This is an optimization exercise on Yosys and OpenROAD, whose aim is small area, not a production implementation. In this exercise RTL edits were held to simulation tests only and were not proved equivalent to the original. Power and IR drop assume default switching activity.

<file path="design.v">
package sobol_gen_pkg;
  localparam int MAX_DIMS      = 8;
  localparam int FRACTION_BITS = 32;
  localparam int DIMS_W        = 4;
  localparam int CFG_ADDR_W    = 4;
  localparam int CFG_DATA_W    = 32;
  localparam logic [1:0] REG_DIMS    = 2'd0;
  localparam logic [1:0] REG_RUN_LEN = 2'd1;
  localparam logic [1:0] REG_SEEK    = 2'd2;
endpackage
module sobol_gen_cfg (
  input  logic        clk,
  input  logic        rst_n,
  input  logic        wr_en,
  input  logic [1:0]  reg_sel,
  input  logic [31:0] pwdata,
  input  logic [31:0] next_index,
  output logic [31:0] prdata,
  output logic [3:0]  dims,
  output logic [31:0] run_len
);
  always_ff @(posedge clk) begin
    if (!rst_n) begin
      dims    <= 4'd8;
      run_len <= '1;
    end else if (wr_en) begin
      if (reg_sel == sobol_gen_pkg::REG_DIMS)    dims    <= pwdata[3:0];
      if (reg_sel == sobol_gen_pkg::REG_RUN_LEN) run_len <= pwdata;
    end
  end
  always_comb begin
    case (reg_sel)
      sobol_gen_pkg::REG_DIMS:    prdata = {28'b0, dims};
      sobol_gen_pkg::REG_RUN_LEN: prdata = run_len;
      sobol_gen_pkg::REG_SEEK:    prdata = next_index;
      default:                    prdata = '0;
    endcase
  end
endmodule
module sobol_gen_core (
  input  logic [31:0]  u,
  output logic [255:0] w
);
  logic t32;
  logic t33;
  logic t34;
  logic t35;
  logic t36;
  logic t37;
  logic t38;
  logic t39;
  logic t40;
  logic t41;
  logic t42;
  logic t43;
  logic t44;
  logic t45;
  logic t46;
  logic t47;
  logic t48;
  logic t49;
  logic t50;
  logic t51;
  logic t52;
  logic t53;
  logic t54;
  logic t55;
  logic t56;
  logic t57;
  logic t58;
  logic t59;
  logic t60;
  logic t61;
  logic t62;
  logic t63;
  logic t64;
  logic t65;
  logic t66;
  logic t67;
  logic t68;
  logic t69;
  logic t70;
  logic t71;
  logic t72;
  logic t73;
  logic t74;
  logic t75;
  logic t76;
  logic t77;
  logic t78;
  logic t79;
  logic t80;
  logic t81;
  logic t82;
  logic t83;
  logic t84;
  logic t85;
  logic t86;
  logic t87;
  logic t88;
  logic t89;
  logic t90;
  logic t91;
  logic t92;
  logic t93;
  logic t94;
  logic t95;
  logic t96;
  logic t97;
  logic t98;
  logic t99;
  logic t100;
  logic t101;
  logic t102;
  logic t103;
  logic t104;
  logic t105;
  logic t106;
  logic t107;
  logic t108;
  logic t109;
  logic t110;
  logic t111;
  logic t112;
  logic t113;
  logic t114;
  logic t115;
  logic t116;
  logic t117;
  logic t118;
  logic t119;
  logic t120;
  logic t121;
  logic t122;
  logic t123;
  logic t124;
  logic t125;
  logic t126;
  logic t127;
  logic t128;
  logic t129;
  logic t130;
  logic t131;
  logic t132;
  logic t133;
  logic t134;
  logic t135;
  logic t136;
  logic t137;
  logic t138;
  logic t139;
  logic t140;
  logic t141;
  logic t142;
  logic t143;
  logic t144;
  logic t145;
  logic t146;
  logic t147;
  logic t148;
  logic t149;
  logic t150;
  logic t151;
  logic t152;
  logic t153;
  logic t154;
  logic t155;
  logic t156;
  logic t157;
  logic t158;
  logic t159;
  logic t160;
  logic t161;
  logic t162;
  logic t163;
  logic t164;
  logic t165;
  logic t166;
  logic t167;
  logic t168;
  logic t169;
  logic t170;
  logic t171;
  logic t172;
  logic t173;
  logic t174;
  logic t175;
  logic t176;
  logic t177;
  logic t178;
  logic t179;
  logic t180;
  logic t181;
  logic t182;
  logic t183;
  logic t184;
  logic t185;
  logic t186;
  logic t187;
  logic t188;
  logic t189;
  logic t190;
  logic t191;
  logic t192;
  logic t193;
  logic t194;
  logic t195;
  logic t196;
  logic t197;
  logic t198;
  logic t199;
  logic t200;
  logic t201;
  logic t202;
  logic t203;
  logic t204;
  logic t205;
  logic t206;
  logic t207;
  logic t208;
  logic t209;
  logic t210;
  logic t211;
  logic t212;
  logic t213;
  logic t214;
  logic t215;
  logic t216;
  logic t217;
  logic t218;
  logic t219;
  logic t220;
  logic t221;
  logic t222;
  logic t223;
  logic t224;
  logic t225;
  logic t226;
  logic t227;
  logic t228;
  logic t229;
  logic t230;
  logic t231;
  logic t232;
  logic t233;
  logic t234;
  logic t235;
  logic t236;
  logic t237;
  logic t238;
  logic t239;
  logic t240;
  logic t241;
  logic t242;
  logic t243;
  logic t244;
  logic t245;
  logic t246;
  logic t247;
  logic t248;
  logic t249;
  logic t250;
  logic t251;
  logic t252;
  logic t253;
  logic t254;
  logic t255;
  logic t256;
  logic t257;
  logic t258;
  logic t259;
  logic t260;
  logic t261;
  logic t262;
  logic t263;
  logic t264;
  logic t265;
  logic t266;
  logic t267;
  logic t268;
  logic t269;
  logic t270;
  logic t271;
  logic t272;
  logic t273;
  logic t274;
  logic t275;
  logic t276;
  logic t277;
  logic t278;
  logic t279;
  logic t280;
  logic t281;
  logic t282;
  logic t283;
  logic t284;
  logic t285;
  logic t286;
  logic t287;
  logic t288;
  logic t289;
  logic t290;
  logic t291;
  logic t292;
  logic t293;
  logic t294;
  logic t295;
  logic t296;
  logic t297;
  logic t298;
  logic t299;
  logic t300;
  logic t301;
  logic t302;
  logic t303;
  logic t304;
  logic t305;
  logic t306;
  logic t307;
  logic t308;
  logic t309;
  logic t310;
  logic t311;
  logic t312;
  logic t313;
  logic t314;
  logic t315;
  logic t316;
  logic t317;
  logic t318;
  logic t319;
  logic t320;
  logic t321;
  logic t322;
  logic t323;
  logic t324;
  logic t325;
  logic t326;
  logic t327;
  logic t328;
  logic t329;
  logic t330;
  logic t331;
  logic t332;
  logic t333;
  logic t334;
  logic t335;
  logic t336;
  logic t337;
  logic t338;
  logic t339;
  logic t340;
  logic t341;
  logic t342;
  logic t343;
  logic t344;
  logic t345;
  logic t346;
  logic t347;
  logic t348;
  logic t349;
  logic t350;
  logic t351;
  logic t352;
  logic t353;
  logic t354;
  logic t355;
  logic t356;
  logic t357;
  logic t358;
  logic t359;
  logic t360;
  logic t361;
  logic t362;
  logic t363;
  logic t364;
  logic t365;
  logic t366;
  logic t367;
  logic t368;
  logic t369;
  logic t370;
  logic t371;
  logic t372;
  logic t373;
  logic t374;
  logic t375;
  logic t376;
  logic t377;
  logic t378;
  logic t379;
  logic t380;
  logic t381;
  logic t382;
  logic t383;
  logic t384;
  logic t385;
  logic t386;
  logic t387;
  logic t388;
  logic t389;
  logic t390;
  logic t391;
  logic t392;
  logic t393;
  logic t394;
  logic t395;
  logic t396;
  logic t397;
  logic t398;
  logic t399;
  logic t400;
  logic t401;
  logic t402;
  logic t403;
  logic t404;
  logic t405;
  logic t406;
  logic t407;
  logic t408;
  logic t409;
  logic t410;
  logic t411;
  logic t412;
  logic t413;
  logic t414;
  logic t415;
  logic t416;
  logic t417;
  logic t418;
  logic t419;
  logic t420;
  logic t421;
  logic t422;
  logic t423;
  logic t424;
  logic t425;
  logic t426;
  logic t427;
  logic t428;
  logic t429;
  logic t430;
  logic t431;
  logic t432;
  logic t433;
  logic t434;
  logic t435;
  logic t436;
  logic t437;
  logic t438;
  logic t439;
  logic t440;
  logic t441;
  logic t442;
  logic t443;
  logic t444;
  logic t445;
  logic t446;
  logic t447;
  logic t448;
  logic t449;
  logic t450;
  logic t451;
  logic t452;
  logic t453;
  logic t454;
  logic t455;
  logic t456;
  logic t457;
  logic t458;
  logic t459;
  logic t460;
  logic t461;
  logic t462;
  logic t463;
  logic t464;
  logic t465;
  logic t466;
  logic t467;
  logic t468;
  logic t469;
  logic t470;
  logic t471;
  logic t472;
  logic t473;
  logic t474;
  logic t475;
  logic t476;
  logic t477;
  logic t478;
  logic t479;
  logic t480;
  logic t481;
  logic t482;
  logic t483;
  logic t484;
  logic t485;
  logic t486;
  logic t487;
  logic t488;
  logic t489;
  logic t490;
  logic t491;
  logic t492;
  logic t493;
  logic t494;
  logic t495;
  logic t496;
  logic t497;
  logic t498;
  logic t499;
  logic t500;
  logic t501;
  logic t502;
  logic t503;
  logic t504;
  logic t505;
  logic t506;
  logic t507;
  logic t508;
  logic t509;
  logic t510;
  logic t511;
  logic t512;
  logic t513;
  logic t514;
  logic t515;
  logic t516;
  logic t517;
  logic t518;
  logic t519;
  logic t520;
  logic t521;
  logic t522;
  logic t523;
  logic t524;
  logic t525;
  logic t526;
  logic t527;
  logic t528;
  logic t529;
  logic t530;
  logic t531;
  logic t532;
  logic t533;
  logic t534;
  logic t535;
  logic t536;
  logic t537;
  logic t538;
  logic t539;
  logic t540;
  logic t541;
  logic t542;
  logic t543;
  logic t544;
  logic t545;
  logic t546;
  logic t547;
  logic t548;
  logic t549;
  logic t550;
  logic t551;
  logic t552;
  logic t553;
  logic t554;
  logic t555;
  logic t556;
  logic t557;
  logic t558;
  logic t559;
  logic t560;
  logic t561;
  logic t562;
  logic t563;
  logic t564;
  logic t565;
  logic t566;
  logic t567;
  logic t568;
  logic t569;
  logic t570;
  logic t571;
  logic t572;
  logic t573;
  logic t574;
  logic t575;
  logic t576;
  logic t577;
  logic t578;
  logic t579;
  logic t580;
  logic t581;
  logic t582;
  logic t583;
  logic t584;
  logic t585;
  logic t586;
  logic t587;
  logic t588;
  logic t589;
  logic t590;
  logic t591;
  logic t592;
  logic t593;
  logic t594;
  logic t595;
  logic t596;
  logic t597;
  logic t598;
  logic t599;
  logic t600;
  logic t601;
  logic t602;
  logic t603;
  logic t604;
  logic t605;
  logic t606;
  logic t607;
  logic t608;
  logic t609;
  logic t610;
  logic t611;
  assign t32 = u[30] ^ u[31];
  assign t33 = u[22] ^ u[23];
  assign t34 = u[19] ^ u[27];
  assign t35 = u[28] ^ u[29];
  assign t36 = u[18] ^ u[26];
  assign t37 = u[24] ^ u[25];
  assign t38 = u[17] ^ u[21];
  assign t39 = u[14] ^ u[15];
  assign t40 = u[7] ^ u[13];
  assign t41 = u[16] ^ u[20];
  assign t42 = u[29] ^ u[31];
  assign t43 = t34 ^ t36;
  assign t44 = t32 ^ t33;
  assign t45 = u[8] ^ u[11];
  assign t46 = u[10] ^ u[12];
  assign t47 = u[6] ^ u[9];
  assign t48 = u[21] ^ u[22];
  assign t49 = u[4] ^ u[5];
  assign t50 = u[23] ^ u[31];
  assign t51 = u[15] ^ t34;
  assign t52 = u[27] ^ t32;
  assign t53 = u[13] ^ u[25];
  assign t54 = t35 ^ t40;
  assign t55 = u[11] ^ u[23];
  assign t56 = u[14] ^ t36;
  assign t57 = u[26] ^ u[30];
  assign t58 = u[27] ^ u[31];
  assign t59 = u[18] ^ u[30];
  assign t60 = u[28] ^ t37;
  assign t61 = u[12] ^ t39;
  assign t62 = u[9] ^ t38;
  assign t63 = t33 ^ t41;
  assign t64 = u[21] ^ u[23];
  assign t65 = u[20] ^ t45;
  assign t66 = u[19] ^ u[31];
  assign t67 = u[1] ^ u[3];
  assign t68 = u[17] ^ t37;
  assign t69 = u[30] ^ t35;
  assign t70 = t38 ^ t47;
  assign t71 = u[20] ^ t33;
  assign t72 = u[15] ^ t42;
  assign t73 = u[7] ^ u[11];
  assign t74 = u[24] ^ u[28];
  assign t75 = u[27] ^ u[29];
  assign t76 = u[24] ^ t41;
  assign t77 = u[26] ^ t52;
  assign t78 = u[22] ^ t49;
  assign t79 = u[25] ^ t34;
  assign t80 = u[14] ^ u[22];
  assign t81 = u[13] ^ u[16];
  assign t82 = u[29] ^ t32;
  assign t83 = u[10] ^ u[25];
  assign t84 = t43 ^ t44;
  assign t85 = u[4] ^ u[8];
  assign t86 = u[2] ^ t41;
  assign t87 = u[11] ^ u[12];
  assign t88 = t46 ^ t51;
  assign t89 = u[10] ^ t39;
  assign t90 = u[18] ^ u[19];
  assign t91 = u[6] ^ t65;
  assign t92 = u[21] ^ t44;
  assign t93 = t45 ^ t54;
  assign t94 = u[17] ^ t63;
  assign t95 = t35 ^ t37;
  assign t96 = t33 ^ t39;
  assign t97 = u[8] ^ t47;
  assign t98 = u[20] ^ t48;
  assign t99 = u[5] ^ u[9];
  assign t100 = u[12] ^ u[15];
  assign t101 = t32 ^ t35;
  assign t102 = u[19] ^ u[21];
  assign t103 = t38 ^ t56;
  assign t104 = u[18] ^ t39;
  assign t105 = u[5] ^ t40;
  assign t106 = u[27] ^ t42;
  assign t107 = u[26] ^ t32;
  assign t108 = u[0] ^ t67;
  assign t109 = u[4] ^ u[16];
  assign t110 = t55 ^ t62;
  assign t111 = u[26] ^ t35;
  assign t112 = u[29] ^ u[30];
  assign t113 = u[29] ^ t44;
  assign t114 = u[28] ^ t57;
  assign t115 = u[23] ^ t38;
  assign t116 = u[29] ^ t53;
  assign t117 = u[22] ^ t41;
  assign t118 = u[2] ^ t33;
  assign t119 = u[7] ^ t36;
  assign t120 = u[9] ^ t46;
  assign t121 = u[29] ^ t40;
  assign t122 = t70 ^ t93;
  assign t123 = t43 ^ t61;
  assign t124 = u[8] ^ t35;
  assign t125 = u[3] ^ t73;
  assign t126 = t40 ^ t43;
  assign t127 = u[22] ^ t36;
  assign t128 = t35 ^ t58;
  assign t129 = u[14] ^ u[26];
  assign t130 = u[27] ^ t48;
  assign t131 = u[12] ^ t81;
  assign t132 = u[3] ^ u[8];
  assign t133 = t46 ^ t49;
  assign t134 = u[28] ^ t107;
  assign t135 = u[13] ^ t72;
  assign t136 = u[10] ^ t56;
  assign t137 = t64 ^ t99;
  assign t138 = u[6] ^ u[22];
  assign t139 = u[19] ^ t65;
  assign t140 = u[25] ^ t38;
  assign t141 = u[6] ^ t54;
  assign t142 = t43 ^ t53;
  assign t143 = u[12] ^ t49;
  assign t144 = u[19] ^ t62;
  assign t145 = u[20] ^ u[28];
  assign t146 = u[25] ^ t51;
  assign t147 = u[5] ^ u[6];
  assign t148 = u[10] ^ t86;
  assign t149 = u[30] ^ t75;
  assign t150 = u[24] ^ u[29];
  assign t151 = t46 ^ t85;
  assign t152 = u[17] ^ t42;
  assign t153 = u[10] ^ t70;
  assign t154 = t37 ^ t38;
  assign t155 = t66 ^ t74;
  assign t156 = u[20] ^ t35;
  assign t157 = t45 ^ t68;
  assign t158 = t34 ^ t55;
  assign t159 = t37 ^ t123;
  assign t160 = u[18] ^ t47;
  assign t161 = u[8] ^ t145;
  assign t162 = u[3] ^ t64;
  assign t163 = u[11] ^ t89;
  assign t164 = u[11] ^ t72;
  assign t165 = u[16] ^ t59;
  assign t166 = t77 ^ t95;
  assign t167 = u[18] ^ u[20];
  assign t168 = u[0] ^ u[4];
  assign t169 = t54 ^ t87;
  assign t170 = u[16] ^ t155;
  assign t171 = u[23] ^ t76;
  assign t172 = t32 ^ t60;
  assign t173 = u[1] ^ t91;
  assign t174 = u[13] ^ t55;
  assign t175 = u[22] ^ t57;
  assign t176 = t35 ^ t44;
  assign t177 = u[21] ^ t50;
  assign t178 = t53 ^ t164;
  assign t179 = t60 ^ t103;
  assign t180 = u[21] ^ t97;
  assign t181 = u[13] ^ t124;
  assign t182 = t86 ^ t108;
  assign t183 = u[9] ^ u[17];
  assign t184 = u[28] ^ t58;
  assign t185 = t68 ^ t71;
  assign t186 = t66 ^ t94;
  assign t187 = t46 ^ t78;
  assign t188 = t34 ^ t76;
  assign t189 = u[25] ^ t102;
  assign t190 = t33 ^ t83;
  assign t191 = t40 ^ t109;
  assign t192 = u[15] ^ t58;
  assign t193 = u[5] ^ u[15];
  assign t194 = t49 ^ t83;
  assign t195 = u[20] ^ u[22];
  assign t196 = u[13] ^ t61;
  assign t197 = u[9] ^ t51;
  assign t198 = u[25] ^ t106;
  assign t199 = t42 ^ t64;
  assign t200 = t92 ^ t156;
  assign t201 = t34 ^ t50;
  assign t202 = t42 ^ t79;
  assign t203 = t115 ^ t202;
  assign t204 = t38 ^ t41;
  assign t205 = t84 ^ t95;
  assign t206 = t204 ^ t205;
  assign t207 = u[15] ^ u[31];
  assign t208 = t32 ^ t39;
  assign t209 = t101 ^ t196;
  assign t210 = u[11] ^ t192;
  assign t211 = t77 ^ t163;
  assign t212 = u[9] ^ u[27];
  assign t213 = t178 ^ t212;
  assign t214 = u[13] ^ t39;
  assign t215 = t45 ^ t120;
  assign t216 = t166 ^ t214;
  assign t217 = t215 ^ t216;
  assign t218 = u[7] ^ u[15];
  assign t219 = t50 ^ t218;
  assign t220 = u[6] ^ u[7];
  assign t221 = t39 ^ t44;
  assign t222 = t220 ^ t221;
  assign t223 = t64 ^ t72;
  assign t224 = t105 ^ t223;
  assign t225 = u[20] ^ t49;
  assign t226 = t61 ^ t92;
  assign t227 = t141 ^ t225;
  assign t228 = t226 ^ t227;
  assign t229 = t50 ^ t51;
  assign t230 = t125 ^ t229;
  assign t231 = u[2] ^ u[6];
  assign t232 = t84 ^ t89;
  assign t233 = t125 ^ t231;
  assign t234 = t232 ^ t233;
  assign t235 = t42 ^ t67;
  assign t236 = t105 ^ t110;
  assign t237 = t146 ^ t235;
  assign t238 = t236 ^ t237;
  assign t239 = t37 ^ t39;
  assign t240 = t84 ^ t122;
  assign t241 = t133 ^ t182;
  assign t242 = t239 ^ t240;
  assign t243 = t241 ^ t242;
  assign t244 = u[25] ^ t134;
  assign t245 = t37 ^ t149;
  assign t246 = u[27] ^ t50;
  assign t247 = u[25] ^ u[26];
  assign t248 = t75 ^ t92;
  assign t249 = t247 ^ t248;
  assign t250 = t57 ^ t95;
  assign t251 = t98 ^ t250;
  assign t252 = t42 ^ t189;
  assign t253 = u[20] ^ t59;
  assign t254 = t74 ^ t253;
  assign t255 = t52 ^ t60;
  assign t256 = t115 ^ t167;
  assign t257 = t255 ^ t256;
  assign t258 = t34 ^ t57;
  assign t259 = t94 ^ t150;
  assign t260 = t258 ^ t259;
  assign t261 = u[15] ^ u[23];
  assign t262 = u[13] ^ u[21];
  assign t263 = t96 ^ t262;
  assign t264 = u[12] ^ u[13];
  assign t265 = u[14] ^ t98;
  assign t266 = t264 ^ t265;
  assign t267 = u[15] ^ t102;
  assign t268 = t174 ^ t267;
  assign t269 = t46 ^ t80;
  assign t270 = t167 ^ t269;
  assign t271 = u[17] ^ t71;
  assign t272 = t104 ^ t120;
  assign t273 = t271 ^ t272;
  assign t274 = t45 ^ t80;
  assign t275 = t81 ^ t144;
  assign t276 = t274 ^ t275;
  assign t277 = u[19] ^ t50;
  assign t278 = t73 ^ t277;
  assign t279 = u[10] ^ t59;
  assign t280 = t138 ^ t279;
  assign t281 = u[5] ^ t73;
  assign t282 = t90 ^ t113;
  assign t283 = t153 ^ t281;
  assign t284 = t282 ^ t283;
  assign t285 = t41 ^ t59;
  assign t286 = t78 ^ t124;
  assign t287 = t153 ^ t285;
  assign t288 = t286 ^ t287;
  assign t289 = u[3] ^ t75;
  assign t290 = t110 ^ t193;
  assign t291 = t289 ^ t290;
  assign t292 = u[26] ^ u[28];
  assign t293 = t80 ^ t85;
  assign t294 = t148 ^ t292;
  assign t295 = t293 ^ t294;
  assign t296 = u[1] ^ u[2];
  assign t297 = t93 ^ t129;
  assign t298 = t186 ^ t194;
  assign t299 = t296 ^ t297;
  assign t300 = t298 ^ t299;
  assign t301 = t48 ^ t88;
  assign t302 = t108 ^ t160;
  assign t303 = t172 ^ t191;
  assign t304 = t301 ^ t302;
  assign t305 = t303 ^ t304;
  assign t306 = t35 ^ t57;
  assign t307 = u[25] ^ u[27];
  assign t308 = t35 ^ t307;
  assign t309 = u[21] ^ t33;
  assign t310 = u[19] ^ t48;
  assign t311 = u[23] ^ t90;
  assign t312 = u[15] ^ t186;
  assign t313 = u[14] ^ t33;
  assign t314 = t38 ^ t165;
  assign t315 = t313 ^ t314;
  assign t316 = t38 ^ t117;
  assign t317 = t135 ^ t316;
  assign t318 = t35 ^ t64;
  assign t319 = t90 ^ t131;
  assign t320 = t318 ^ t319;
  assign t321 = u[10] ^ t127;
  assign t322 = u[11] ^ t43;
  assign t323 = t62 ^ t190;
  assign t324 = t322 ^ t323;
  assign t325 = u[10] ^ u[24];
  assign t326 = t43 ^ t45;
  assign t327 = t63 ^ t325;
  assign t328 = t326 ^ t327;
  assign t329 = u[15] ^ t119;
  assign t330 = t144 ^ t190;
  assign t331 = t329 ^ t330;
  assign t332 = u[27] ^ t73;
  assign t333 = t104 ^ t138;
  assign t334 = t332 ^ t333;
  assign t335 = t53 ^ t99;
  assign t336 = t158 ^ t335;
  assign t337 = u[24] ^ t127;
  assign t338 = t151 ^ t337;
  assign t339 = u[24] ^ u[31];
  assign t340 = t38 ^ t126;
  assign t341 = t132 ^ t187;
  assign t342 = t339 ^ t340;
  assign t343 = t341 ^ t342;
  assign t344 = u[30] ^ t47;
  assign t345 = t55 ^ t86;
  assign t346 = t142 ^ t143;
  assign t347 = t344 ^ t345;
  assign t348 = t346 ^ t347;
  assign t349 = u[19] ^ t36;
  assign t350 = t67 ^ t72;
  assign t351 = t157 ^ t187;
  assign t352 = t349 ^ t350;
  assign t353 = t351 ^ t352;
  assign t354 = u[25] ^ t54;
  assign t355 = t104 ^ t130;
  assign t356 = t168 ^ t173;
  assign t357 = t354 ^ t355;
  assign t358 = t356 ^ t357;
  assign t359 = t35 ^ t52;
  assign t360 = u[27] ^ t114;
  assign t361 = u[25] ^ t69;
  assign t362 = u[24] ^ t128;
  assign t363 = t48 ^ t112;
  assign t364 = t156 ^ t177;
  assign t365 = u[29] ^ t34;
  assign t366 = t92 ^ t365;
  assign t367 = t36 ^ t69;
  assign t368 = t98 ^ t367;
  assign t369 = u[17] ^ t50;
  assign t370 = t79 ^ t369;
  assign t371 = u[16] ^ t68;
  assign t372 = t84 ^ t371;
  assign t373 = u[15] ^ u[16];
  assign t374 = t36 ^ t113;
  assign t375 = t154 ^ t373;
  assign t376 = t374 ^ t375;
  assign t377 = t39 ^ t48;
  assign t378 = t69 ^ t188;
  assign t379 = t377 ^ t378;
  assign t380 = u[24] ^ t36;
  assign t381 = t44 ^ t81;
  assign t382 = t380 ^ t381;
  assign t383 = t100 ^ t113;
  assign t384 = t140 ^ t383;
  assign t385 = u[11] ^ t51;
  assign t386 = t43 ^ t163;
  assign t387 = t53 ^ t136;
  assign t388 = t183 ^ t387;
  assign t389 = t131 ^ t157;
  assign t390 = t197 ^ t389;
  assign t391 = u[14] ^ u[23];
  assign t392 = t83 ^ t126;
  assign t393 = t183 ^ t391;
  assign t394 = t392 ^ t393;
  assign t395 = t68 ^ t97;
  assign t396 = t127 ^ t131;
  assign t397 = t395 ^ t396;
  assign t398 = t34 ^ t40;
  assign t399 = t137 ^ t398;
  assign t400 = t71 ^ t126;
  assign t401 = t143 ^ t180;
  assign t402 = t400 ^ t401;
  assign t403 = u[3] ^ u[12];
  assign t404 = t66 ^ t78;
  assign t405 = t91 ^ t119;
  assign t406 = t140 ^ t403;
  assign t407 = t404 ^ t405;
  assign t408 = t406 ^ t407;
  assign t409 = u[3] ^ u[4];
  assign t410 = t52 ^ t68;
  assign t411 = t148 ^ t160;
  assign t412 = t174 ^ t409;
  assign t413 = t410 ^ t411;
  assign t414 = t412 ^ t413;
  assign t415 = t43 ^ t78;
  assign t416 = t100 ^ t116;
  assign t417 = t173 ^ t415;
  assign t418 = t416 ^ t417;
  assign t419 = u[0] ^ t66;
  assign t420 = t125 ^ t133;
  assign t421 = t179 ^ t419;
  assign t422 = t420 ^ t421;
  assign t423 = u[28] ^ u[31];
  assign t424 = u[26] ^ t106;
  assign t425 = u[25] ^ t114;
  assign t426 = t32 ^ t74;
  assign t427 = u[23] ^ t42;
  assign t428 = t69 ^ t130;
  assign t429 = u[20] ^ t50;
  assign t430 = t111 ^ t429;
  assign t431 = t79 ^ t176;
  assign t432 = t36 ^ t37;
  assign t433 = t50 ^ t102;
  assign t434 = t432 ^ t433;
  assign t435 = t59 ^ t185;
  assign t436 = u[26] ^ t82;
  assign t437 = t171 ^ t436;
  assign t438 = t39 ^ t77;
  assign t439 = u[14] ^ t57;
  assign t440 = t116 ^ t439;
  assign t441 = t58 ^ t74;
  assign t442 = t100 ^ t441;
  assign t443 = t39 ^ t55;
  assign t444 = t107 ^ t443;
  assign t445 = u[10] ^ u[26];
  assign t446 = t33 ^ t178;
  assign t447 = t445 ^ t446;
  assign t448 = u[14] ^ u[30];
  assign t449 = t48 ^ t60;
  assign t450 = t120 ^ t448;
  assign t451 = t449 ^ t450;
  assign t452 = t61 ^ t77;
  assign t453 = t161 ^ t452;
  assign t454 = u[23] ^ t121;
  assign t455 = t146 ^ t454;
  assign t456 = t33 ^ t141;
  assign t457 = t159 ^ t456;
  assign t458 = u[13] ^ u[27];
  assign t459 = t33 ^ t87;
  assign t460 = t147 ^ t179;
  assign t461 = t458 ^ t459;
  assign t462 = t460 ^ t461;
  assign t463 = u[4] ^ u[26];
  assign t464 = t37 ^ t63;
  assign t465 = t88 ^ t121;
  assign t466 = t463 ^ t464;
  assign t467 = t465 ^ t466;
  assign t468 = u[3] ^ u[24];
  assign t469 = t47 ^ t56;
  assign t470 = t130 ^ t169;
  assign t471 = t468 ^ t469;
  assign t472 = t470 ^ t471;
  assign t473 = u[2] ^ u[7];
  assign t474 = u[10] ^ u[14];
  assign t475 = u[18] ^ u[29];
  assign t476 = t99 ^ t132;
  assign t477 = t185 ^ t473;
  assign t478 = t474 ^ t475;
  assign t479 = t476 ^ t477;
  assign t480 = t478 ^ t479;
  assign t481 = u[1] ^ t40;
  assign t482 = t70 ^ t85;
  assign t483 = t118 ^ t170;
  assign t484 = t481 ^ t482;
  assign t485 = t483 ^ t484;
  assign t486 = u[0] ^ u[30];
  assign t487 = t54 ^ t79;
  assign t488 = t96 ^ t151;
  assign t489 = t486 ^ t487;
  assign t490 = t488 ^ t489;
  assign t491 = u[25] ^ t101;
  assign t492 = u[23] ^ u[25];
  assign t493 = t33 ^ t37;
  assign t494 = u[31] ^ t37;
  assign t495 = t48 ^ t494;
  assign t496 = u[30] ^ t195;
  assign t497 = t71 ^ t112;
  assign t498 = t189 ^ t497;
  assign t499 = u[23] ^ t59;
  assign t500 = t60 ^ t499;
  assign t501 = u[20] ^ t32;
  assign t502 = t34 ^ t154;
  assign t503 = t501 ^ t502;
  assign t504 = u[17] ^ u[30];
  assign t505 = t43 ^ t117;
  assign t506 = t504 ^ t505;
  assign t507 = u[23] ^ t51;
  assign t508 = t43 ^ t96;
  assign t509 = t38 ^ t96;
  assign t510 = t142 ^ t509;
  assign t511 = u[12] ^ t76;
  assign t512 = t58 ^ t76;
  assign t513 = t87 ^ t512;
  assign t514 = t57 ^ t88;
  assign t515 = t171 ^ t514;
  assign t516 = u[9] ^ u[29];
  assign t517 = t63 ^ t159;
  assign t518 = t516 ^ t517;
  assign t519 = u[24] ^ t62;
  assign t520 = t181 ^ t519;
  assign t521 = t110 ^ t121;
  assign t522 = t46 ^ t63;
  assign t523 = t122 ^ t522;
  assign t524 = t88 ^ t94;
  assign t525 = t147 ^ t181;
  assign t526 = t524 ^ t525;
  assign t527 = u[6] ^ u[20];
  assign t528 = t85 ^ t136;
  assign t529 = t527 ^ t528;
  assign t530 = u[19] ^ u[29];
  assign t531 = t56 ^ t91;
  assign t532 = t162 ^ t194;
  assign t533 = t530 ^ t531;
  assign t534 = t532 ^ t533;
  assign t535 = u[24] ^ t118;
  assign t536 = t122 ^ t129;
  assign t537 = t535 ^ t536;
  assign t538 = u[31] ^ t43;
  assign t539 = t67 ^ t80;
  assign t540 = t109 ^ t169;
  assign t541 = t538 ^ t539;
  assign t542 = t540 ^ t541;
  assign t543 = u[17] ^ t44;
  assign t544 = t45 ^ t119;
  assign t545 = t182 ^ t193;
  assign t546 = t543 ^ t544;
  assign t547 = t545 ^ t546;
  assign t548 = u[25] ^ t128;
  assign t549 = u[24] ^ t149;
  assign t550 = u[23] ^ t111;
  assign t551 = u[22] ^ u[25];
  assign t552 = t184 ^ t551;
  assign t553 = u[28] ^ t177;
  assign t554 = t150 ^ t195;
  assign t555 = u[17] ^ u[29];
  assign t556 = u[16] ^ u[28];
  assign t557 = t32 ^ t90;
  assign t558 = t556 ^ t557;
  assign t559 = u[17] ^ u[18];
  assign t560 = t51 ^ t82;
  assign t561 = t559 ^ t560;
  assign t562 = u[19] ^ t129;
  assign t563 = t152 ^ t562;
  assign t564 = u[28] ^ t53;
  assign t565 = t165 ^ t564;
  assign t566 = u[17] ^ u[24];
  assign t567 = t75 ^ t100;
  assign t568 = t566 ^ t567;
  assign t569 = u[17] ^ u[19];
  assign t570 = t55 ^ t59;
  assign t571 = t116 ^ t569;
  assign t572 = t570 ^ t571;
  assign t573 = u[22] ^ t46;
  assign t574 = t56 ^ t170;
  assign t575 = t573 ^ t574;
  assign t576 = u[21] ^ t42;
  assign t577 = t197 ^ t576;
  assign t578 = u[30] ^ t56;
  assign t579 = t161 ^ t578;
  assign t580 = t40 ^ t79;
  assign t581 = t152 ^ t580;
  assign t582 = t42 ^ t61;
  assign t583 = t180 ^ t188;
  assign t584 = t582 ^ t583;
  assign t585 = t52 ^ t54;
  assign t586 = t56 ^ t65;
  assign t587 = t137 ^ t585;
  assign t588 = t586 ^ t587;
  assign t589 = t60 ^ t62;
  assign t590 = t89 ^ t175;
  assign t591 = t191 ^ t589;
  assign t592 = t590 ^ t591;
  assign t593 = t37 ^ t41;
  assign t594 = t75 ^ t97;
  assign t595 = t162 ^ t196;
  assign t596 = t593 ^ t594;
  assign t597 = t595 ^ t596;
  assign t598 = u[26] ^ t61;
  assign t599 = t74 ^ t105;
  assign t600 = t118 ^ t139;
  assign t601 = t598 ^ t599;
  assign t602 = t600 ^ t601;
  assign t603 = t53 ^ t67;
  assign t604 = t69 ^ t103;
  assign t605 = t139 ^ t603;
  assign t606 = t604 ^ t605;
  assign t607 = u[2] ^ u[9];
  assign t608 = t82 ^ t98;
  assign t609 = t123 ^ t168;
  assign t610 = t607 ^ t608;
  assign t611 = t609 ^ t610;
  assign w[0] = u[31];
  assign w[1] = u[30];
  assign w[2] = u[29];
  assign w[3] = u[28];
  assign w[4] = u[27];
  assign w[5] = u[26];
  assign w[6] = u[25];
  assign w[7] = u[24];
  assign w[8] = u[23];
  assign w[9] = u[22];
  assign w[10] = u[21];
  assign w[11] = u[20];
  assign w[12] = u[19];
  assign w[13] = u[18];
  assign w[14] = u[17];
  assign w[15] = u[16];
  assign w[16] = u[15];
  assign w[17] = u[14];
  assign w[18] = u[13];
  assign w[19] = u[12];
  assign w[20] = u[11];
  assign w[21] = u[10];
  assign w[22] = u[9];
  assign w[23] = u[8];
  assign w[24] = u[7];
  assign w[25] = u[6];
  assign w[26] = u[5];
  assign w[27] = u[4];
  assign w[28] = u[3];
  assign w[29] = u[2];
  assign w[30] = u[1];
  assign w[31] = u[0];
  assign w[32] = u[31];
  assign w[33] = t32;
  assign w[34] = t42;
  assign w[35] = t101;
  assign w[36] = t58;
  assign w[37] = t77;
  assign w[38] = t198;
  assign w[39] = t166;
  assign w[40] = t50;
  assign w[41] = t44;
  assign w[42] = t199;
  assign w[43] = t200;
  assign w[44] = t201;
  assign w[45] = t84;
  assign w[46] = t203;
  assign w[47] = t206;
  assign w[48] = t207;
  assign w[49] = t208;
  assign w[50] = t135;
  assign w[51] = t209;
  assign w[52] = t210;
  assign w[53] = t211;
  assign w[54] = t213;
  assign w[55] = t217;
  assign w[56] = t219;
  assign w[57] = t222;
  assign w[58] = t224;
  assign w[59] = t228;
  assign w[60] = t230;
  assign w[61] = t234;
  assign w[62] = t238;
  assign w[63] = t243;
  assign w[64] = u[31];
  assign w[65] = u[30];
  assign w[66] = t82;
  assign w[67] = t69;
  assign w[68] = t106;
  assign w[69] = t114;
  assign w[70] = t244;
  assign w[71] = t245;
  assign w[72] = t246;
  assign w[73] = t175;
  assign w[74] = t249;
  assign w[75] = t251;
  assign w[76] = t252;
  assign w[77] = t254;
  assign w[78] = t257;
  assign w[79] = t260;
  assign w[80] = t261;
  assign w[81] = t80;
  assign w[82] = t263;
  assign w[83] = t266;
  assign w[84] = t268;
  assign w[85] = t270;
  assign w[86] = t273;
  assign w[87] = t276;
  assign w[88] = t278;
  assign w[89] = t280;
  assign w[90] = t284;
  assign w[91] = t288;
  assign w[92] = t291;
  assign w[93] = t295;
  assign w[94] = t300;
  assign w[95] = t305;
  assign w[96] = u[31];
  assign w[97] = t32;
  assign w[98] = u[29];
  assign w[99] = u[28];
  assign w[100] = t128;
  assign w[101] = t306;
  assign w[102] = t308;
  assign w[103] = t172;
  assign w[104] = u[23];
  assign w[105] = u[22];
  assign w[106] = t309;
  assign w[107] = t71;
  assign w[108] = t310;
  assign w[109] = t311;
  assign w[110] = t115;
  assign w[111] = t117;
  assign w[112] = t312;
  assign w[113] = t315;
  assign w[114] = t317;
  assign w[115] = t320;
  assign w[116] = t158;
  assign w[117] = t321;
  assign w[118] = t324;
  assign w[119] = t328;
  assign w[120] = t331;
  assign w[121] = t334;
  assign w[122] = t336;
  assign w[123] = t338;
  assign w[124] = t343;
  assign w[125] = t348;
  assign w[126] = t353;
  assign w[127] = t358;
  assign w[128] = u[31];
  assign w[129] = u[30];
  assign w[130] = t42;
  assign w[131] = t101;
  assign w[132] = t359;
  assign w[133] = t360;
  assign w[134] = t361;
  assign w[135] = t362;
  assign w[136] = t50;
  assign w[137] = t44;
  assign w[138] = t363;
  assign w[139] = t364;
  assign w[140] = t366;
  assign w[141] = t368;
  assign w[142] = t370;
  assign w[143] = t372;
  assign w[144] = t376;
  assign w[145] = t379;
  assign w[146] = t382;
  assign w[147] = t384;
  assign w[148] = t385;
  assign w[149] = t386;
  assign w[150] = t388;
  assign w[151] = t390;
  assign w[152] = t394;
  assign w[153] = t397;
  assign w[154] = t399;
  assign w[155] = t402;
  assign w[156] = t408;
  assign w[157] = t414;
  assign w[158] = t418;
  assign w[159] = t422;
  assign w[160] = u[31];
  assign w[161] = t32;
  assign w[162] = t112;
  assign w[163] = t423;
  assign w[164] = t52;
  assign w[165] = t424;
  assign w[166] = t425;
  assign w[167] = t426;
  assign w[168] = t427;
  assign w[169] = t176;
  assign w[170] = t428;
  assign w[171] = t430;
  assign w[172] = t431;
  assign w[173] = t434;
  assign w[174] = t435;
  assign w[175] = t437;
  assign w[176] = t192;
  assign w[177] = t438;
  assign w[178] = t440;
  assign w[179] = t442;
  assign w[180] = t444;
  assign w[181] = t447;
  assign w[182] = t451;
  assign w[183] = t453;
  assign w[184] = t455;
  assign w[185] = t457;
  assign w[186] = t462;
  assign w[187] = t467;
  assign w[188] = t472;
  assign w[189] = t480;
  assign w[190] = t485;
  assign w[191] = t490;
  assign w[192] = u[31];
  assign w[193] = t32;
  assign w[194] = t82;
  assign w[195] = u[28];
  assign w[196] = t184;
  assign w[197] = t134;
  assign w[198] = t491;
  assign w[199] = t60;
  assign w[200] = t492;
  assign w[201] = t493;
  assign w[202] = t495;
  assign w[203] = t496;
  assign w[204] = t498;
  assign w[205] = t500;
  assign w[206] = t503;
  assign w[207] = t506;
  assign w[208] = t507;
  assign w[209] = t508;
  assign w[210] = t510;
  assign w[211] = t511;
  assign w[212] = t513;
  assign w[213] = t515;
  assign w[214] = t518;
  assign w[215] = t520;
  assign w[216] = t521;
  assign w[217] = t523;
  assign w[218] = t526;
  assign w[219] = t529;
  assign w[220] = t534;
  assign w[221] = t537;
  assign w[222] = t542;
  assign w[223] = t547;
  assign w[224] = u[31];
  assign w[225] = u[30];
  assign w[226] = u[29];
  assign w[227] = u[28];
  assign w[228] = u[27];
  assign w[229] = t111;
  assign w[230] = t548;
  assign w[231] = t549;
  assign w[232] = t550;
  assign w[233] = t552;
  assign w[234] = t553;
  assign w[235] = t554;
  assign w[236] = t66;
  assign w[237] = t59;
  assign w[238] = t555;
  assign w[239] = t558;
  assign w[240] = t561;
  assign w[241] = t563;
  assign w[242] = t565;
  assign w[243] = t568;
  assign w[244] = t572;
  assign w[245] = t575;
  assign w[246] = t577;
  assign w[247] = t579;
  assign w[248] = t581;
  assign w[249] = t584;
  assign w[250] = t588;
  assign w[251] = t592;
  assign w[252] = t597;
  assign w[253] = t602;
  assign w[254] = t606;
  assign w[255] = t611;
endmodule
module sobol_sequence_generator_top #(
  parameter int NUM_DIMS = 8
) (
  input  logic                                 clk,
  input  logic                                 rst_n,
  input  logic                                 in_valid,
  output logic                                 in_stall,
  input  logic                                 in_restart,
  output logic                                 out_valid,
  input  logic                                 out_stall,
  output logic [31:0]                          out_point_index,
  output logic                                 out_last_point,
  output logic [31:0]                          out_coord_0,
  output logic [31:0]                          out_coord_1,
  output logic [31:0]                          out_coord_2,
  output logic [31:0]                          out_coord_3,
  output logic [31:0]                          out_coord_4,
  output logic [31:0]                          out_coord_5,
  output logic [31:0]                          out_coord_6,
  output logic [31:0]                          out_coord_7,
  input  logic                                 psel,
  input  logic                                 penable,
  input  logic                                 pwrite,
  input  logic [sobol_gen_pkg::CFG_ADDR_W-1:0] paddr,
  input  logic [sobol_gen_pkg::CFG_DATA_W-1:0] pwdata,
  output logic [sobol_gen_pkg::CFG_DATA_W-1:0] prdata,
  output logic                                 pready
);
  logic        in_valid_r, out_valid_r, restart_r, lst, seek_p;
  logic [31:0] nidx;
  logic [31:0] xn [8];
  logic [3:0]  dims;
  logic [31:0] run_len;
  logic        load, in_take, clr, stepload, keep, last, wr_en, seek_we;
  logic [32:0] zb;       
  logic [31:0] dec, gray, lsb, u;
  logic [32:0] n1;
  logic [255:0] w;
  assign pready  = 1'b1;
  assign wr_en   = psel & penable & pwrite;
  assign seek_we = wr_en & (paddr[3:2] == sobol_gen_pkg::REG_SEEK);
  sobol_gen_cfg u_cfg (
    .clk        (clk),
    .rst_n      (rst_n),
    .wr_en      (wr_en),
    .reg_sel    (paddr[3:2]),
    .pwdata     (pwdata),
    .next_index (lst ? 32'd0 : nidx),
    .prdata     (prdata),
    .dims       (dims),
    .run_len    (run_len)
  );
  assign load     = in_valid_r & (~out_valid_r | ~out_stall);
  assign in_stall = in_valid_r & ~load;
  assign in_take  = in_valid & ~in_stall;
  assign clr      = restart_r | lst;
  assign stepload = load & ~clr;
  assign keep     = ~(seek_p | (load & clr));
  always_comb begin
    zb[0] = 1'b1;
    for (int i = 0; i < 32; i++) zb[i+1] = zb[i] & ~nidx[i];
  end
  assign dec  = nidx ^ zb[31:0];
  assign lsb  = nidx & zb[31:0];
  assign gray = dec ^ {1'b0, dec[31:1]};
  assign u    = seek_p ? gray : (stepload ? lsb : 32'd0);
  sobol_gen_core u_core (
    .u (u),
    .w (w)
  );
  assign n1   = clr ? 33'd1 : {1'b0, nidx} + 33'd1;
  assign last = n1 >= {1'b0, run_len};
  always_ff @(posedge clk) begin
    if (!rst_n) begin
      in_valid_r  <= 1'b0;
      out_valid_r <= 1'b0;
      lst         <= 1'b1;
      seek_p      <= 1'b0;
    end else begin
      in_valid_r  <= in_take | (in_valid_r & ~load);
      out_valid_r <= load | (out_valid_r & out_stall);
      seek_p      <= seek_we;
      if (seek_we)     lst <= 1'b0;
      else if (seek_p) lst <= zb[32];
      else if (load)   lst <= last;
    end
  end
  always_ff @(posedge clk) begin
    if (in_take) restart_r <= in_restart;
    if (seek_we)   nidx <= pwdata;
    else if (load) nidx <= n1[31:0];
  end
  for (genvar d = 0; d < 8; d++) begin : g_dim
    always_ff @(posedge clk) begin
      xn[d] <= ~((~xn[d] & {32{keep}}) ^ w[32*d +: 32]);
    end
  end
  assign out_valid       = out_valid_r;
  assign out_point_index = dec;
  assign out_last_point  = lst;
  assign out_coord_0     = (dims > 4'd0) ? ~xn[0] : 32'd0;
  assign out_coord_1     = (dims > 4'd1) ? ~xn[1] : 32'd0;
  assign out_coord_2     = (dims > 4'd2) ? ~xn[2] : 32'd0;
  assign out_coord_3     = (dims > 4'd3) ? ~xn[3] : 32'd0;
  assign out_coord_4     = (dims > 4'd4) ? ~xn[4] : 32'd0;
  assign out_coord_5     = (dims > 4'd5) ? ~xn[5] : 32'd0;
  assign out_coord_6     = (dims > 4'd6) ? ~xn[6] : 32'd0;
  assign out_coord_7     = (dims > 4'd7) ? ~xn[7] : 32'd0;
endmodule
</file>
<file path="run.sh">
#!/bin/bash
# synth_recipe.tcl (not shown) runs the flow's synth.tcl, then flattens the netlist and writes it again
# the make line also repeats each setting of config.mk as NAME=value (left out here)
make -C /OpenROAD-flow-scripts/flow DESIGN_CONFIG=/design/flow/config.mk WORK_HOME=/design/flow/orfs CLKGATE_MAP_FILE= SYNTH_SCRIPT=/design/flow/synth_recipe.tcl finish
</file>
<file path="config.mk">
export PLATFORM = sky130hd
export DESIGN_NAME = sobol_sequence_generator_top
export DESIGN_NICKNAME = sobol_sequence_generator_top
export VERILOG_FILES = /design/flow/design.v
export SDC_FILE = /design/flow/constraint.sdc
export NUM_CORES = 4
export LEC_CHECK = 0
export CAP_MARGIN = 20
export CORE_MARGIN = 2
export CORE_UTILIZATION = 40
export PLACE_DENSITY = 0.6
export SLEW_MARGIN = 20
</file>
<file path="constraint.sdc">
create_clock -name core_clock -period 7.0 [get_ports {clk}]
set_input_delay 1.4000 -clock core_clock [delete_from_list [all_inputs] [get_ports {clk}]]
set_output_delay 1.4000 -clock core_clock [all_outputs]
set_load 0.01 [all_outputs]
</file>
==> flow_metrics.py, run 1 <==
metrics = {
    "die": {
        "start_util_pct": 40.7,
        "row_count": 84,
        "die_area_mm2": 0.0555,
        "pin_count": 368,
        "die_x_um": 236,
        "die_h_um": 236,
        "core_area_mm2": 0.0528,
    },
    "logic_synthesis": {
        "ys_async_sr_fraction_pct": 0,
        "synth_top_flop_cell": "dfxtp_1",
        "ys_seq_area_share_pct": 32.2,
        "ys_top_cells_by_area": "dfxtp_1, xnor2_1, xor2_1",
        "yosysWarnings": 3,
        "syn_nets": 2577,
        "synth_edf_count": 33,
        "ys_types": 57,
        "avgSynthCellArea_um2": 8.78,
        "yosysTopAreaCellShare_pct": 27.6,
        "synth_top_area_cell": "dfxtp_1",
        "netlist_instances": 2443,
        "synth_area_mm2": 0.0215,
        "synth_seq_cells": 329,
    },
    "finish": {
        "layout.area.seq_mm2": 0.00692,
        "multi_input_area_mm2": 0.0150,
        "diodes": 0,
        "drive_gt1_share_pct": 16.7,
        "fill_cells": 4688,
        "area_growth_pct": 41.8,
        "final_area_mm2": 0.0304,
        "final_nets": 3122,
    },
    "routing": {
        "drt-initial-drc-count": 1352,
        "vias_per_cell": 5.05,
        "route.detailed.drc": 0,
        "num_vias": 18700,
        "wl_per_cell_um": 22.5,
        "ant_nets": 0,
        "dr.pass1.iters": 7,
        "finalWirelength_um": 83300,
    },
    "pwr": {
        "total_power_uw": 7970,
        "p_per_area_mw_per_mm2": 262,
        "leakage_uw": 0.0120,
        "ir_worst_vdd_mv": 0.156,
    },
    "critical_path": {
        "worstSetupPathType": "reg2out",
        "crit_top_cell": "ha_4",
        "cp_top_family": "adder cells",
        "cp_num_buf_inv": 2,
        "cp_max_fo": 2,
        "critical_path_required_ns": 5.60,
        "end_kind": "output port",
        "crit_path_max_incr_delay_ns": 0.38,
        "worstPathArrival_ns": 6.07,
        "worstSetupStartpointType": "register",
        "cp_slowest_cell": "edfxtp_1",
    },
    "sta": {
        "fmax_mhz": 134,
        "final_hold_viol_count": 0,
        "period_share_pct": 107,
        "rsz0062_at_grt": "yes",
        "finalMaxSlewViolations": 0,
        "setup_tns_ns": -9.32,
        "fin_crit_ns": 7.47,
        "setup_slack_ns": -0.473,
        "setup_violations": 78,
        "tightest_slew_ns": 1.13,
        "max_slew_margin_pct": 24.4,
        "skew_ns": 0.0207,
    },
    "clocking": {
        "cts_buffers": 40,
        "clk_pin_slew_worst_paths_ns": 0.06,
        "clk_latency_ns": 0.57,
        "clk_path_buf_depth": 3,
        "cts.sinks": 329,
        "clockRootBuffer": "clkbuf_16",
        "htreeDepth": 2,
        "cts_tree": "built",
    },
    "place": {
        "place_hpwl_um": 60600,
        "place.port_buffers": 364,
        "placed_cell_area_mm2": 0.0278,
        "gp_congestion": 0.915,
    },
    "global_routing": {
        "grt_usage_pct": 29.2,
        "grt_pass1_vias": 18800,
        "grt-ovfl-total": 0,
        "grt_pass1_wl_um": 122000,
        "grt_max_degree": 82,
        "antenna_found_initial": 1,
    },
    "status": {
        "violatedChecks": "setup timing",
        "run_status": "failed layout checks",
    },
    "run": {
        "max_cap_violations": 0,
    },
    "min_path": {
        "hp-class": "reg2reg",
    },
}
## area by class of cell
class	count	share of cell area, %
flip-flops and latches	329	22.7
well taps	688	2.83
multi-input cells	1884	49.4
clock inverters	11	0.247
clock buffers	61	3.88
inverters	96	1.18
repair buffers	637	19.7
## sequential cells by signal (all words and copies together), names as in the netlist
register / count
xn: 256
nidx: 32
u_cfg.run_len: 32
u_cfg.dims: 4
in_valid_r: 1
lst: 1
out_valid_r: 1
restart_r: 1
seek_p: 1
## worst min-delay path: cells and delay by family (launching register included)
| kind | cells | cell delay, ns |
|---|---|---|
| AO/OA/AOI/OAI | 1 | 0.05 |
| flip-flops | 1 | 0.34 |
| AND/OR/NAND/NOR | 1 | 0.09 |
## placed cells by master, fill, tap and decap left out, types with 14 or more instances in the layout
cell | synthesis | final
edfxtp_1 | 33 | 33
xnor2_1 | 613 | 576
clkbuf_16 | 0 | 42
buf_4 | 4 | 230
xnor2_4 | 3 | 16
dfxtp_1 | 296 | 294
o211ai_1 | 33 | 33
xor2_1 | 244 | 214
nor2_1 | 527 | 523
xor2_2 | 8 | 22
clkdlybuf4s50_1 | 0 | 356
buf_6 | 0 | 23
nand2_1 | 79 | 79
ha_1 | 90 | 61
o31ai_1 | 25 | 25
xor2_4 | 0 | 16
inv_1 | 96 | 91
xnor2_2 | 13 | 37
a22o_1 | 29 | 28
buf_12 | 0 | 14
nor2b_1 | 45 | 44
ha_4 | 0 | 29
o21ai_0 | 19 | 19
nand3_1 | 27 | 27
## cell usage after synthesis (all sizes together) (19+ instances only)
library cell	n
xnor2	629
ha	90
clkbuf	72
o211ai	33
nor2	527
xor2	252
dfxtp	296
a22o	29
o21ai	20
a32oi	19
nand3	27
nand2	79
edfxtp	33
inv	96
buf	62
nor2b	45
o31ai	25
## per-stage QoR
step	std cells	setup slack, ns	util (%)	hold WS, ns
2_1_floorplan	2443	-0.00492	-	0.466
3_3_place_gp	3578	-0.368	52.6	0.478
3_5_place_dp	3578	-0.423	52.7	0.502
4_1_cts	3669	-0.461	55.7	0.514
5_1_grt	3706	-0.596	57.7	0.534
6_report	3706	-0.473	57.7	0.515
## routing by layer
metal | wire length (um) | track usage [%] | share of wire (%) | vias to the layer above
met5 | 0 | 0 | 0 | -
met4 | 2990 | 9.46 | 3.6 | 0
met3 | 5820 | 4.64 | 7.0 | 139
met2 | 38900 | 48.6 | 47 | 712
met1 | 35600 | 38.6 | 43 | 9064
li1 | - | - | - | 8792
## path summary, 6_finish.rpt
path,slack (ns),endpoint,start,depth (start not counted)
max reg2reg,-0.22,xn[6][29],nidx[1],42
min reg2reg,0.51,out_valid_r,in_valid_r,2
min,0.51,out_valid_r,in_valid_r,2
max,-0.47,out_point_index[31],nidx[1],32
## power breakdown
part / switching, uW / leakage (uW) / internal, uW
clock: 872 / 0.000616 / 1170
combinational: 1480 / 0.00864 / 1750
sequential: 340 / 0.00277 / 2360
## logic make-up after synthesis
family / Yosys count / share of synthesized area, %
muxes: 16 / 0.776
and+or+nand+nor: 719 / 13.8
buffers and inverters: 230 / 4.28
adders and majority gates: 91 / 5.29
AOI/OAI and AO/OA: 173 / 6.36
other: 1 / 0.0175
DFF: 329 / 32.2
xor gates and xnor gates: 884 / 37.3
## timing repair
item,4_1_cts,5_1_grt
setup buffers,19,42
gates cloned,0,1
resized for setup,64,101
setup endpoints to repair,124,163
hold buffers,0,0
pin swaps,12,42
==> run 2: changes to the inputs <==
--- a/design.v
+++ b/design.v
@@ -1495,6 +1495,7 @@
   logic [32:0] zb;       
   logic [31:0] dec, gray, lsb, u;
   logic [32:0] n1;
+  logic [32:0] cy;       
   logic [255:0] w;
   assign pready  = 1'b1;
   assign wr_en   = psel & penable & pwrite;
@@ -1516,9 +1517,14 @@
   assign clr      = restart_r | lst;
   assign stepload = load & ~clr;
   assign keep     = ~(seek_p | (load & clr));
-  always_comb begin
-    zb[0] = 1'b1;
-    for (int i = 0; i < 32; i++) zb[i+1] = zb[i] & ~nidx[i];
+  for (genvar i = 0; i <= 32; i++) begin : g_pfx
+    if (i == 0) begin : g_lo
+      assign zb[i] = 1'b1;
+      assign cy[i] = 1'b1;
+    end else begin : g_hi
+      assign zb[i] = ~|nidx[i-1:0];
+      assign cy[i] = &nidx[i-1:0];
+    end
   end
   assign dec  = nidx ^ zb[31:0];
   assign lsb  = nidx & zb[31:0];
@@ -1528,7 +1534,7 @@
     .u (u),
     .w (w)
   );
-  assign n1   = clr ? 33'd1 : {1'b0, nidx} + 33'd1;
+  assign n1   = clr ? 33'd1 : ({1'b0, nidx} ^ cy);
   assign last = n1 >= {1'b0, run_len};
   always_ff @(posedge clk) begin
     if (!rst_n) begin
==> run 2 against run 1 <==
Effect of this change: the run now finishes clean; maximum frequency is 17% higher; total power decreased by 3.9%; design area fell by 9.1%; synthesized cell count fell by 1.6%; count of clock-buffer cells in the layout shrank 8; sequential power is 3% lower; worst setup slack gained 1.1 ns; register-to-register slack improved by 0.84 ns; global-route usage decreased by 1.0 points; combinational power is 13% lower; sequential cell count is the same.
==> flow_metrics.py, run 2 <==
metrics = {
    "pwr": {
        "power.share.clock_pct": 29.0,
        "pwr-share-comb_pct": 36.7,
        "p_switching_uw": 2530,
        "ir_worst_vdd_mv": 0.164,
        "total_power_uw": 7660,
        "p_per_area_mw_per_mm2": 277,
        "leakage_uw": 0.0109,
        "seqPwrFrac_pct": 34.3,
        "switching_share_pct": 33.0,
        "power.internal_uw": 5130,
    },
    "logic_synthesis": {
        "synth_area_mm2": 0.0216,
        "ys_seq_area_share_pct": 32.1,
        "ys_async_sr_fraction_pct": 0,
        "synth_edf_count": 33,
        "synth.most_common_cell": "xnor2_1",
        "avgSynthCellArea_um2": 8.97,
        "yosysTopAreaCellShare_pct": 27.5,
        "synth_seq_cells": 329,
        "ys_top_cells_by_area": "dfxtp_1, xnor2_1, xor2_1",
        "yosysWarnings": 3,
        "ys_types": 65,
        "synth_commonest_cells": "xnor2_1, nor2_1, dfxtp_1, xor2_1, nand2_1",
        "synth_top_area_cell": "dfxtp_1",
        "netlist_instances": 2404,
        "syn_nets": 2521,
        "synth_top_flop_cell": "dfxtp_1",
    },
    "clocking": {
        "postCtsHoldBufs": 0,
        "cts_tree": "built",
        "cts_setup_buffers": 0,
        "clk_latency_ns": 0.59,
        "clockRootBuffer": "clkbuf_16",
        "cts_resized": 0,
        "cts_buffers": 40,
        "htreeDepth": 2,
        "clk_path_buf_depth": 3,
        "cts.sinks": 329,
        "clk_pin_slew_worst_paths_ns": 0.06,
    },
    "critical_path": {
        "crit_top_cell": "ha_1",
        "crit_path_max_incr_delay_ns": 0.66,
        "worstPathArrival_ns": 4.99,
        "worstSetupPathType": "reg2out",
        "path_cells": "inv_1, ha_1, or3b_2, nor4b_1, nand4b_1, nor3_1, nand2b_1, nor2_1, nand2_1, nor4_1, ha_1, clkdlybuf4s50_1",
        "regToRegSetupSlack_ns": 0.62,
        "worstSetupStartpointType": "register",
        "critical_path_required_ns": 5.60,
        "cp_slowest_cell": "nor4b_1",
        "end_kind": "output port",
        "cp_num_buf_inv": 2,
        "cp_top_family": "simple AND/OR/NAND/NOR gates",
        "cp_max_fo": 5,
    },
    "sta": {
        "tightest_slew_ns": 1.11,
        "fin_crit_ns": 6.39,
        "setup_violations": 0,
        "max_slew_margin_pct": 25.2,
        "skew_ns": 0.0114,
        "finalMaxSlewViolations": 0,
        "rsz0062_at_grt": "no",
        "period_share_pct": 91.2,
        "fmax_mhz": 157,
        "setup_tns_ns": 0,
        "final_hold_viol_count": 0,
    },
    "die": {
        "pin_count": 368,
        "die_area_mm2": 0.0558,
        "row_count": 85,
        "die_x_um": 236,
        "core_area_mm2": 0.0535,
        "start_util_pct": 40.3,
        "die_h_um": 236,
    },
    "status": {
        "run_status": "timing/DRC/antenna clean",
    },
    "place": {
        "place_hpwl_um": 57300,
        "gp_congestion": 0.895,
        "place.port_buffers": 364,
        "placed_cell_area_mm2": 0.0263,
    },
    "finish": {
        "drive_gt1_share_pct": 8.83,
        "diodes": 0,
        "final_util_pct": 51.7,
        "final_area_mm2": 0.0277,
        "reg_top3": "xn: 256 flops, nidx: 32 flops, u_cfg.run_len: 32 flops",
        "final_common_cell": "xnor2_1",
        "regMostFlops": "xn",
        "largest_reg_flops": 256,
        "area_growth_pct": 28.4,
        "final_cell_mix": "xnor2_1, nor2_1, clkdlybuf4s50_1, dfxtp_1, xor2_1",
        "final_nets": 2882,
    },
    "min_path": {
        "hp-class": "reg2reg",
    },
    "global_routing": {
        "grt_max_degree": 77,
        "grt_pass1_vias": 18000,
        "grt_pass1_wl_um": 118000,
        "antenna_found_initial": 1,
        "grt_usage_pct": 28.2,
        "grt-ovfl-total": 0,
    },
    "routing": {
        "num_vias": 17800,
        "drt-initial-drc-count": 1340,
        "route.detailed.drc": 0,
        "ant_nets": 0,
        "finalWirelength_um": 79600,
        "vias_per_cell": 5.11,
        "dr.pass1.iters": 6,
        "wl_per_cell_um": 22.8,
    },
    "run": {
        "max_cap_violations": 0,
    },
}
-- run 2: path summary, 6_finish.rpt --
check	startpoint	cells after the start	end
max	nidx[0]	12	out_point_index[21]
min	u_cfg.run_len[0]	2	u_cfg.run_len[0]
max reg2reg	nidx[0]	18	xn[5][27]
min reg2reg	u_cfg.run_len[0]	2	u_cfg.run_len[0]
-- run 2: worst register-to-register path, delay by kind of cell, from the launching register on --
kind,cells,cell delay (ns)
simple gates,8,2.67
xor+xnor,6,2.33
fa+ha+maj,2,0.55
flops,1,0.44
buf+inv,1,0.17
compound gates,1,0.14
-- run 2: layer usage --
layer	global-route usage, %	vias to the layer above	part of all wire, %
met4	9.82	2	3.3
met1	36.3	8617	43
li1	-	8366	-
met3	6.17	146	7.6
met5	0	-	0.014
met2	46.5	716	46
-- run 2: cell families after synthesis --
logic type / synth area share, %
DFF: 32.1
xor gates and xnor gates: 38.2
other: 0.0174
AOI/OAI and AO/OA: 6.39
adders and majority gates: 4.24
buffers and inverters: 3.88
muxes: 0.633
and+or+nand+nor: 14.6
-- run 2: metrics by stage --
| step | setup slack (ns) | hold slack (ns) | cells |
|---|---|---|---|
| global route | 0.0711 | 0.542 | 3492 |
| global placement | 0.894 | 0.480 | 3419 |
| detailed placement | 0.614 | 0.511 | 3419 |
| finish | 0.614 | 0.518 | 3492 |
| floorplan | 1.88 | 0.465 | 2404 |
| CTS | 0.527 | 0.521 | 3492 |
-- run 2: power groups by stage --
| stage | Clock [uW] | Sequential [uW] | Combinational, uW |
|---|---|---|---|
| after floorplan | 0 | 2510 | 1700 |
| after global placement | 0 | 2650 | 2770 |
| after detailed placement | 0 | 2660 | 2800 |
| after CTS | 2250 | 2620 | 2820 |
| after global routing | 2330 | 2660 | 3030 |
| final | 2220 | 2630 | 2810 |
-- run 2: final cells by class --
cell class	instances	area [um2]
Multi-Input combinational cell	1888	14000
Clock buffer	53	1130
Sequential cell	329	6920
Inverter	55	206
Clock inverter	20	249
Fill cell	5006	25800
Tap cell	696	871
Timing Repair Buffer	451	4310

==> port drivers added, routing unchanged <==
How much do the figures lean on ideal ports? The routed layouts below were timed once more, with nothing changed but the port constraints. Step 1 assumes that a clkbuf_16 drives the clock port and a buf_2 every other input. Step 2 times the ports against the registers' clock, not the clock port: input delays grow and output delays shrink by t, the midpoint of the rising clock arrivals with the driver on. a / b / c = no drivers / after step 1 / after step 2; a / b = the first two.
run | t (ns) | setup WS [ns] | slew at the worst register clock pin (ns)
run 1 | 0.619 | -0.473 / -0.532 / -0.218 | 0.06 / 0.06
run 2 | 0.637 | 0.614 / 0.558 / 0.615 | 0.07 / 0.07
